Context: an optimization exercise on an open-source flow, tuned for small area. The choices shown serve that exercise and are no tape-out recipe. Only simulation tests tie the RTL to the original design; equivalence was not proved. The flow treats the clock pin as an ideal source. Dropping or thinning the clock tree relies on that and would not hold on a real chip. Power is estimated from default activity; no workload was simulated.

==> inputs of tundra <==
==> flow/design.v <==
`default_nettype none
package boardPkg;
    localparam int BoardSize = 16;
    localparam int BoxSize = 10;
    localparam int BoxCount = BoardSize * BoardSize;
    localparam int PosWidth = 4;
    localparam int PixelWidth = 9;
    localparam int ColourWidth = 3;
    localparam logic [ColourWidth-1:0] ColourNone = 3'b000;
    localparam logic [ColourWidth-1:0] ColourRed = 3'b100;
    localparam logic [ColourWidth-1:0] ColourBlue = 3'b001;
    typedef union packed {
        logic [2*PosWidth-1:0] index;
        struct packed {
            logic [PosWidth-1:0] row;
            logic [PosWidth-1:0] column;
        } field;
    } boxAddress_t;
endpackage
`default_nettype wire
`default_nettype none
`timescale 1ns/100ps
module boardRenderer #(
    parameter int PixelCredits = 4
) (
    input  logic                                 clock,
    input  logic                                 reset,
    input  logic [boardPkg::PosWidth-1:0]        redX,
    input  logic [boardPkg::PosWidth-1:0]        redY,
    input  logic [boardPkg::PosWidth-1:0]        blueX,
    input  logic [boardPkg::PosWidth-1:0]        blueY,
    input  logic                                 pixelCredit,
    output logic                                 pixelValid,
    output logic [boardPkg::PixelWidth-1:0]      pixelX,
    output logic [boardPkg::PixelWidth-1:0]      pixelY,
    output logic [boardPkg::ColourWidth-1:0]     pixelColour,
    output logic                                 endOfFrame
);
    localparam int CreditWidth = $clog2(PixelCredits + 1);
    logic hold;
    logic [CreditWidth-1:0] owed;
    logic [3:0] boxColumn;
    logic [3:0] boxRow;
    logic [3:0] innerColumn;
    logic [3:0] innerRow;
    logic [3:0] rX, rY, bX, bY;
    logic emit;
    logic lastColumn;
    logic lastRow;
    logic redHere;
    logic blueHere;
    assign emit = !hold && (owed != CreditWidth'(PixelCredits));
    assign lastColumn = innerColumn[3] && innerColumn[0];
    assign lastRow = innerRow[3] && innerRow[0];
    always_ff @(posedge clock) begin
        if (reset) begin
            hold <= 1'b1;
        end else begin
            hold <= endOfFrame;
        end
    end
    always_ff @(posedge clock) begin
        if (reset) begin
            owed <= '0;
        end else begin
            owed <= owed + CreditWidth'(emit) - CreditWidth'(pixelCredit);
        end
    end
    always_ff @(posedge clock) begin
        if (reset) begin
            innerColumn <= '0;
            innerRow <= '0;
            boxColumn <= '0;
            boxRow <= '0;
        end else if (emit) begin
            if (lastColumn) begin
                innerColumn <= '0;
                if (lastRow) begin
                    innerRow <= '0;
                    boxColumn <= boxColumn + 1'b1;
                    if (&boxColumn) begin
                        boxRow <= boxRow + 1'b1;
                    end
                end else begin
                    innerRow <= innerRow + 1'b1;
                end
            end else begin
                innerColumn <= innerColumn + 1'b1;
            end
        end
    end
    always_ff @(posedge clock) begin
        if (hold) begin
            rX <= redX;
            rY <= redY;
            bX <= blueX;
            bY <= blueY;
        end
    end
    assign redHere = (boxColumn == rX) && (boxRow == rY);
    assign blueHere = (boxColumn == bX) && (boxRow == bY);
    assign pixelValid = emit;
    assign pixelX = {boxColumn, 3'b000} + {boxColumn, 1'b0} + {5'b0, innerColumn};
    assign pixelY = {boxRow, 3'b000} + {boxRow, 1'b0} + {5'b0, innerRow};
    assign pixelColour = {redHere && !blueHere, 1'b0, blueHere && !redHere};
    assign endOfFrame = emit && lastColumn && lastRow && (&boxColumn) && (&boxRow);
endmodule
`default_nettype wire
==> flow/flow/run.sh <==
#!/bin/bash
# Standard synthesis, then an area-driven re-mapping of its combinational logic (registers kept as
# they are), then the standard layout with single-strength port buffers.
set -euo pipefail
W=$PWD
RES=$W/orfs/results/$FLOW_PLATFORM/boardRenderer/base
YOSYS=$(command -v yosys || true)
[[ -n "$YOSYS" ]] || YOSYS=$FLOW_HOME/../tools/install/yosys/bin/yosys

bash standard.sh synth > $W/synth.log 2>&1

cp $RES/1_2_yosys.v $W/1_2_yosys.standard.v
IN=$W/1_2_yosys.standard.v OUT=$W/1_2_yosys.remapped.v SCRIPT=$W/flow/remap.abc \
  $YOSYS -c $W/flow/remap.tcl > $W/remap.log 2>&1
cp $W/1_2_yosys.remapped.v $RES/1_2_yosys.v
rm -f $RES/1_synth.odb $RES/1_synth.sdc

bash standard.sh 'BUFFER_PORTS_ARGS=-buffer_cell sky130_fd_sc_hd__buf_1' 'CTS_ARGS=-repair_clock_nets -buf_list sky130_fd_sc_hd__clkbuf_8 -root_buf sky130_fd_sc_hd__clkbuf_8 -dont_use_dummy_load' finish > $W/layout.log 2>&1
==> flow/flow/remap.abc <==
strash
&get -n
&deepsyn -T 20
&put
strash
dch -f
amap -F 20 -A 40
topo
==> flow/flow/remap.tcl <==
# Re-map the combinational cells of the standard synthesis for area; every register keeps its
# instance name and cell.
yosys -import
set lib $::env(FLOW_HOME)/platforms/sky130hd/lib/sky130_fd_sc_hd__tt_025C_1v80.lib
read_liberty -ignore_miss_func $lib
foreach m [list dfxtp_1 dfxtp_2 dfxtp_4 edfxtp_1 edfxbp_1 dfrtp_1 dfrtp_2 dfrtp_4 dfstp_1 dfstp_2 dfstp_4 dfxbp_1 dfxbp_2 dfbbp_1 dfrbp_1 dfrbp_2 dfsbp_1 dfsbp_2 dfbbn_1 dfbbn_2 dfrtn_1 sdfxtp_1 conb_1] {
  catch { setattr -mod -set blackbox 1 sky130_fd_sc_hd__$m }
}
read_verilog $::env(IN)
hierarchy -top boardRenderer
flatten
opt_clean -purge
set du {}
foreach c {probe_p_8 probec_p_8 lpflow_bleeder_1 lpflow_clkbufkapwr_1 lpflow_clkbufkapwr_16 lpflow_clkbufkapwr_2 lpflow_clkbufkapwr_4 lpflow_clkbufkapwr_8 lpflow_clkinvkapwr_1 lpflow_clkinvkapwr_16 lpflow_clkinvkapwr_2 lpflow_clkinvkapwr_4 lpflow_clkinvkapwr_8 lpflow_inputiso0n_1 lpflow_inputiso0p_1 lpflow_inputiso1n_1 lpflow_inputiso1p_1 lpflow_inputisolatch_1 lpflow_isobufsrc_1 lpflow_isobufsrc_16 lpflow_isobufsrc_2 lpflow_isobufsrc_4 lpflow_isobufsrc_8 lpflow_isobufsrckapwr_16 lpflow_lsbuf_lh_isowell_4 lpflow_lsbuf_lh_hl_isowell_tap_1 lpflow_lsbuf_lh_hl_isowell_tap_2 lpflow_lsbuf_lh_hl_isowell_tap_4 lpflow_lsbuf_lh_isowell_tap_1 lpflow_lsbuf_lh_isowell_tap_2 lpflow_lsbuf_lh_isowell_tap_4} {
  lappend du -dont_use sky130_fd_sc_hd__$c
}
abc -liberty $lib {*}$du -script $::env(SCRIPT)
opt_clean -purge
hilomap -singleton -hicell sky130_fd_sc_hd__conb_1 HI -locell sky130_fd_sc_hd__conb_1 LO
splitnets
opt_clean -purge
stat -liberty $lib
write_verilog -noattr -nohex -nodec $::env(OUT)
==> flow/standard.sh <==
#!/bin/bash
# synth_recipe.tcl (not shown) runs the flow's synth.tcl, then flattens the netlist and writes it again
# the make line also repeats each setting of config.mk as NAME=value (left out here)
make -C /OpenROAD-flow-scripts/flow DESIGN_CONFIG=/design/flow/config.mk WORK_HOME=/design/flow/orfs CLKGATE_MAP_FILE= SYNTH_SCRIPT=/design/flow/synth_recipe.tcl "${@:-finish}"
==> flow/config.mk <==
export PLATFORM = sky130hd
export DESIGN_NAME = boardRenderer
export DESIGN_NICKNAME = boardRenderer
export VERILOG_FILES = /design/flow/design.v
export SDC_FILE = /design/flow/constraint.sdc
export NUM_CORES = 4
export LEC_CHECK = 0
export CAP_MARGIN = 20
export CORE_MARGIN = 2
export CORE_UTILIZATION = 40
export CTS_BUF_LIST = sky130_fd_sc_hd__clkbuf_2 sky130_fd_sc_hd__clkbuf_4
export CTS_CLUSTER_SIZE = 40
export SLEW_MARGIN = 20
==> flow/constraint.sdc <==
create_clock -name core_clock -period 5.0 [get_ports {clock}]
set_input_delay 1.0000 -clock core_clock [delete_from_list [all_inputs] [get_ports {clock}]]
set_output_delay 1.0000 -clock core_clock [all_outputs]
set_load 0.01 [all_outputs]
==> fjord (differences from tundra) <==
==> flow/run.sh (new file) <==
#!/bin/bash
# synth_recipe.tcl (not shown) runs the flow's synth.tcl, then flattens the netlist and writes it again
# the make line also repeats each setting of config.mk as NAME=value (left out here)
make -C /OpenROAD-flow-scripts/flow DESIGN_CONFIG=/design/flow/config.mk WORK_HOME=/design/flow/orfs CLKGATE_MAP_FILE= SYNTH_SCRIPT=/design/flow/synth_recipe.tcl finish
ABC_AREA = 1   (was not set)
CTS_BUF_LIST = not set   (was sky130_fd_sc_hd__clkbuf_2 sky130_fd_sc_hd__clkbuf_4)
CTS_CLUSTER_SIZE = not set   (was 40)
removed: flow/flow/run.sh
removed: flow/flow/remap.abc
removed: flow/flow/remap.tcl
removed: flow/standard.sh
==> comparison <==
fjord ran to the end with no violations. tundra went through all stages and came out clean.
In tundra the combinational power is lower than in fjord, by about 60%.
Flip-flop and latch count is the same in tundra and fjord.
Between fjord and tundra, the lower global-route usage is in fjord (gap 1.6 points).
Register-to-register slack: fjord is higher than tundra (0.58 ns).
Between fjord and tundra, the lower die area is in tundra (gap 31%, measured against tundra).
Against fjord, the utilization of tundra is lower by 1.6 points.

==> job 2409: inputs <==
Starts from the design.v that is shown in full above.
export LEC_CHECK = 0
export CAP_MARGIN = 20
export CORE_MARGIN = 2
export CORE_UTILIZATION = 40
export SLEW_MARGIN = 20
create_clock -name core_clock -period 5.0 [get_ports {clock}]
standard.sh (not shown) runs the stock make flow with config.mk's settings and CLKGATE_MAP_FILE= SYNTH_SCRIPT=/design/flow/synth_recipe.tcl, a recipe that flattens the netlist after the stock synthesis.
==> flow/flow/run.sh <==
#!/bin/bash
# Standard synthesis, then an area-driven re-mapping of its combinational logic (registers kept as
# they are), then the standard layout with single-strength port buffers and a clock tree of one
# buffer. Each tool's output goes to a log of its own in this folder.
set -euo pipefail
W=$PWD
RES=$W/orfs/results/$FLOW_PLATFORM/boardRenderer/base
YOSYS=$(command -v yosys || true)
[[ -n "$YOSYS" ]] || YOSYS=$FLOW_HOME/../tools/install/yosys/bin/yosys
FLOW_CLOCK=clock
KNOBS=('BUFFER_PORTS_ARGS=-buffer_cell sky130_fd_sc_hd__buf_1')
CLKBUF=${CLKBUF:-sky130_fd_sc_hd__clkbuf_8}
CLKGROUPS=${CLKGROUPS:-2}

bash standard.sh synth > $W/synth.log 2>&1

cp $RES/1_2_yosys.v $W/1_2_yosys.standard.v
IN=$W/1_2_yosys.standard.v OUT=$W/1_2_yosys.remapped.v SCRIPT=$W/flow/remap.abc \
  $YOSYS -c $W/flow/remap.tcl > $W/remap.log 2>&1
cp $W/1_2_yosys.remapped.v $RES/1_2_yosys.v
rm -f $RES/1_synth.odb $RES/1_synth.sdc

bash standard.sh "${KNOBS[@]}" place > $W/place.log 2>&1
bash standard.sh "${KNOBS[@]}" run RUN_SCRIPT=$W/flow/cts_one.tcl RUN_LOG_NAME_STEM=4_1_cts \
  ONE_CLOCK_BUFFER=$CLKBUF CLOCK_GROUPS=$CLKGROUPS CLOCK_PORT_NAME=$FLOW_CLOCK > $W/cts.log 2>&1
bash standard.sh "${KNOBS[@]}" finish > $W/layout.log 2>&1
==> flow/flow/cts_one.tcl <==
# A flat clock tree: the clock port drives CLOCK_GROUPS clock buffers, each placed at the centre
# of its share of the registers (split by x position) and driving their clock pins. Then the same
# repair and legalisation as ORFS's cts.tcl.
utl::set_metrics_stage "cts__{}"
source $::env(SCRIPTS_DIR)/load.tcl
erase_non_stage_variables cts
load_design 3_place.odb 3_place.sdc

set_dont_use $::env(DONT_USE_CELLS)

set block [ord::get_db_block]
set dbu [$block getDbUnitsPerMicron]
set port $::env(CLOCK_PORT_NAME)
set groups $::env(CLOCK_GROUPS)

set sinks {}
foreach iterm [[$block findNet $port] getITerms] {
  set box [[$iterm getInst] getBBox]
  set x [expr { ([$box xMin] + [$box xMax]) / 2.0 / $dbu }]
  set y [expr { ([$box yMin] + [$box yMax]) / 2.0 / $dbu }]
  lappend sinks [list $x $y "[[$iterm getInst] getName]/[[$iterm getMTerm] getName]"]
}
set sinks [lsort -real -index 0 $sinks]
set n [llength $sinks]
puts "clock sinks: $n in $groups groups"
for { set g 0 } { $g < $groups } { incr g } {
  set lo [expr { $g * $n / $groups }]
  set hi [expr { ($g + 1) * $n / $groups - 1 }]
  set sx 0.0
  set sy 0.0
  set pins {}
  foreach s [lrange $sinks $lo $hi] {
    set sx [expr { $sx + [lindex $s 0] }]
    set sy [expr { $sy + [lindex $s 1] }]
    lappend pins [get_pins [lindex $s 2]]
  }
  set k [llength $pins]
  insert_buffer -buffer_cell $::env(ONE_CLOCK_BUFFER) -net $port -load_pins $pins \
    -location [list [expr { $sx / $k }] [expr { $sy / $k }]] \
    -buffer_name clkbuf_root_$g -net_name clknet_root_$g
}

set clk_net [$block findNet $port]
set root_iterms [$clk_net getITerms]
if { [llength $root_iterms] != $groups } {
  error "the clock port drives [llength $root_iterms] cell pins"
}
foreach root_iterm $root_iterms {
  set root [$root_iterm getInst]
  foreach iterm [$root getITerms] {
    set net [$iterm getNet]
    if { $net ne "NULL" && [$iterm isOutputSignal] } {
      $net setSigType CLOCK
      puts "clock buffer [$root getName] drives [llength [$net getITerms]] pins"
    }
  }
}
$clk_net setSigType CLOCK

set_propagated_clock [all_clocks]
log_cmd estimate_parasitics -placement

set_placement_padding -global \
  -left $::env(CELL_PAD_IN_SITES_DETAIL_PLACEMENT) \
  -right $::env(CELL_PAD_IN_SITES_DETAIL_PLACEMENT)
detailed_placement
log_cmd estimate_parasitics -placement

repair_timing_helper
detailed_placement
check_placement -verbose

report_clock_min_period
report_check_types -max_slew -max_capacitance -violators
report_tns
report_worst_slack -min

orfs_write_db $::env(RESULTS_DIR)/4_1_cts.odb
orfs_write_sdc $::env(RESULTS_DIR)/4_cts.sdc
==> flow/flow/remap.abc <==
strash
&get -n
&deepsyn -T 20
&put
strash
dch -f
amap -F 20 -A 40
topo
==> flow/flow/remap.tcl <==
# Re-map the combinational cells of the standard synthesis for area; every register keeps its
# instance name and cell.
yosys -import
set lib $::env(FLOW_HOME)/platforms/sky130hd/lib/sky130_fd_sc_hd__tt_025C_1v80.lib
read_liberty -ignore_miss_func $lib
foreach m [list dfxtp_1 dfxtp_2 dfxtp_4 edfxtp_1 edfxbp_1 dfrtp_1 dfrtp_2 dfrtp_4 dfstp_1 dfstp_2 dfstp_4 dfxbp_1 dfxbp_2 dfbbp_1 dfrbp_1 dfrbp_2 dfsbp_1 dfsbp_2 dfbbn_1 dfbbn_2 dfrtn_1 sdfxtp_1 conb_1] {
  catch { setattr -mod -set blackbox 1 sky130_fd_sc_hd__$m }
}
read_verilog $::env(IN)
hierarchy -top boardRenderer
flatten
opt_clean -purge
set du {}
foreach c {probe_p_8 probec_p_8 lpflow_bleeder_1 lpflow_clkbufkapwr_1 lpflow_clkbufkapwr_16 lpflow_clkbufkapwr_2 lpflow_clkbufkapwr_4 lpflow_clkbufkapwr_8 lpflow_clkinvkapwr_1 lpflow_clkinvkapwr_16 lpflow_clkinvkapwr_2 lpflow_clkinvkapwr_4 lpflow_clkinvkapwr_8 lpflow_inputiso0n_1 lpflow_inputiso0p_1 lpflow_inputiso1n_1 lpflow_inputiso1p_1 lpflow_inputisolatch_1 lpflow_isobufsrc_1 lpflow_isobufsrc_16 lpflow_isobufsrc_2 lpflow_isobufsrc_4 lpflow_isobufsrc_8 lpflow_isobufsrckapwr_16 lpflow_lsbuf_lh_isowell_4 lpflow_lsbuf_lh_hl_isowell_tap_1 lpflow_lsbuf_lh_hl_isowell_tap_2 lpflow_lsbuf_lh_hl_isowell_tap_4 lpflow_lsbuf_lh_isowell_tap_1 lpflow_lsbuf_lh_isowell_tap_2 lpflow_lsbuf_lh_isowell_tap_4} {
  lappend du -dont_use sky130_fd_sc_hd__$c
}
abc -liberty $lib {*}$du -script $::env(SCRIPT)
opt_clean -purge
hilomap -singleton -hicell sky130_fd_sc_hd__conb_1 HI -locell sky130_fd_sc_hd__conb_1 LO
splitnets
opt_clean -purge
stat -liberty $lib
write_verilog -noattr -nohex -nodec $::env(OUT)
==> job 3160: changes against job 2409 <==
==> flow/run.sh (new file) <==
#!/bin/bash
# synth_recipe.tcl (not shown) runs the flow's synth.tcl, then flattens the netlist and writes it again
# the make line also repeats each setting of config.mk as NAME=value (left out here)
make -C /OpenROAD-flow-scripts/flow DESIGN_CONFIG=/design/flow/config.mk WORK_HOME=/design/flow/orfs CLKGATE_MAP_FILE= SYNTH_SCRIPT=/design/flow/synth_recipe.tcl finish
removed: flow/flow/run.sh
removed: flow/flow/cts_one.tcl
removed: flow/flow/remap.abc
removed: flow/flow/remap.tcl
removed: flow/standard.sh
==> qor summary <==
|  | job 3160 | job 2409 |
|---|---|---|
| Share of layout cells above drive strength 1 | 4.701% | 0.8264% |
| Worst-path fanout max | 7 | 17 |
| Vias after detailed routing | 1431 | 1410 |
| Placed Cells | 296 | 290 |
| Average cell area after synthesis | 10.67 µm² | 8.358 µm² |
| Power in the clock group | 0.000204 W | 0.000108 W |
| Tot GR Track Use | 13.04% | 14.57% |
| Run status | finished clean | finished clean |
| Worst-case clock skew | 0.005114 ns | 0.006194 ns |
| Part of the total power dissipated in sequential elements | 53.4% | 68.8% |
| Worst path max stage delay | 0.55 ns | 0.53 ns |
| Die boundary width | 76.67 µm | 68.65 µm |
| WL/cell | 11.51 µm | 10.99 µm |
| Top cell category | multi-input gates | sequential cells |
| Number of standard cells in the final layout excluding fillers | 304 | 292 |
| Multi-input combinational area share | 42.25% | 38.42% |
| Signal buffers share of area | 14.58% | 7.461% |
| Power, Total | 0.0006578 W | 0.0004822 W |
| Tapcell count | 70 | 50 |
| Leakage power | 1.125 nW | 0.6114 nW |
| Met2 Usage GRT | 21.32% | 25.48% |
| Worst-Margin Slew | 0.7858 ns | 0.7004 ns |
| Total wire length | 3499 µm | 3210 µm |
| Max Freq | 251.6 MHz | 250.1 MHz |
In job 2409 the design's own scripts or RTL, not TritonCTS, make the clock network.

## afterwards: timing with drivers on the ports
How much do the figures lean on ideal ports? The routed layouts below were timed once more, with nothing changed but the port constraints.
Step 1 (the two cells are an assumption about what drives the block):
set clk [get_ports {clock}]
set_driving_cell -lib_cell sky130_fd_sc_hd__clkbuf_16 $clk
set_driving_cell -lib_cell sky130_fd_sc_hd__buf_2 [delete_from_list [all_inputs] $clk]
Step 2 moves the port delays by t, midway between the first and last clock arrival at a register: inputs arrive t later, outputs are due t later. That takes back most of the time a late clock gives input paths.
Three values: no drivers, after step 1, after step 2; two values: the first two.
run	t, ns	setup slack, ns	pins driven straight from the clock port
tundra	0.299	0.922 / 0.896 / 1.196	1
fjord	0.313	1.139 / 1.112 / 1.425	1
job 2409	0.193	1.002 / 0.968 / 1.161	2
job 3160	0.308	1.025 / 1.000 / 1.309	1
After both steps every run listed still meets setup and hold.
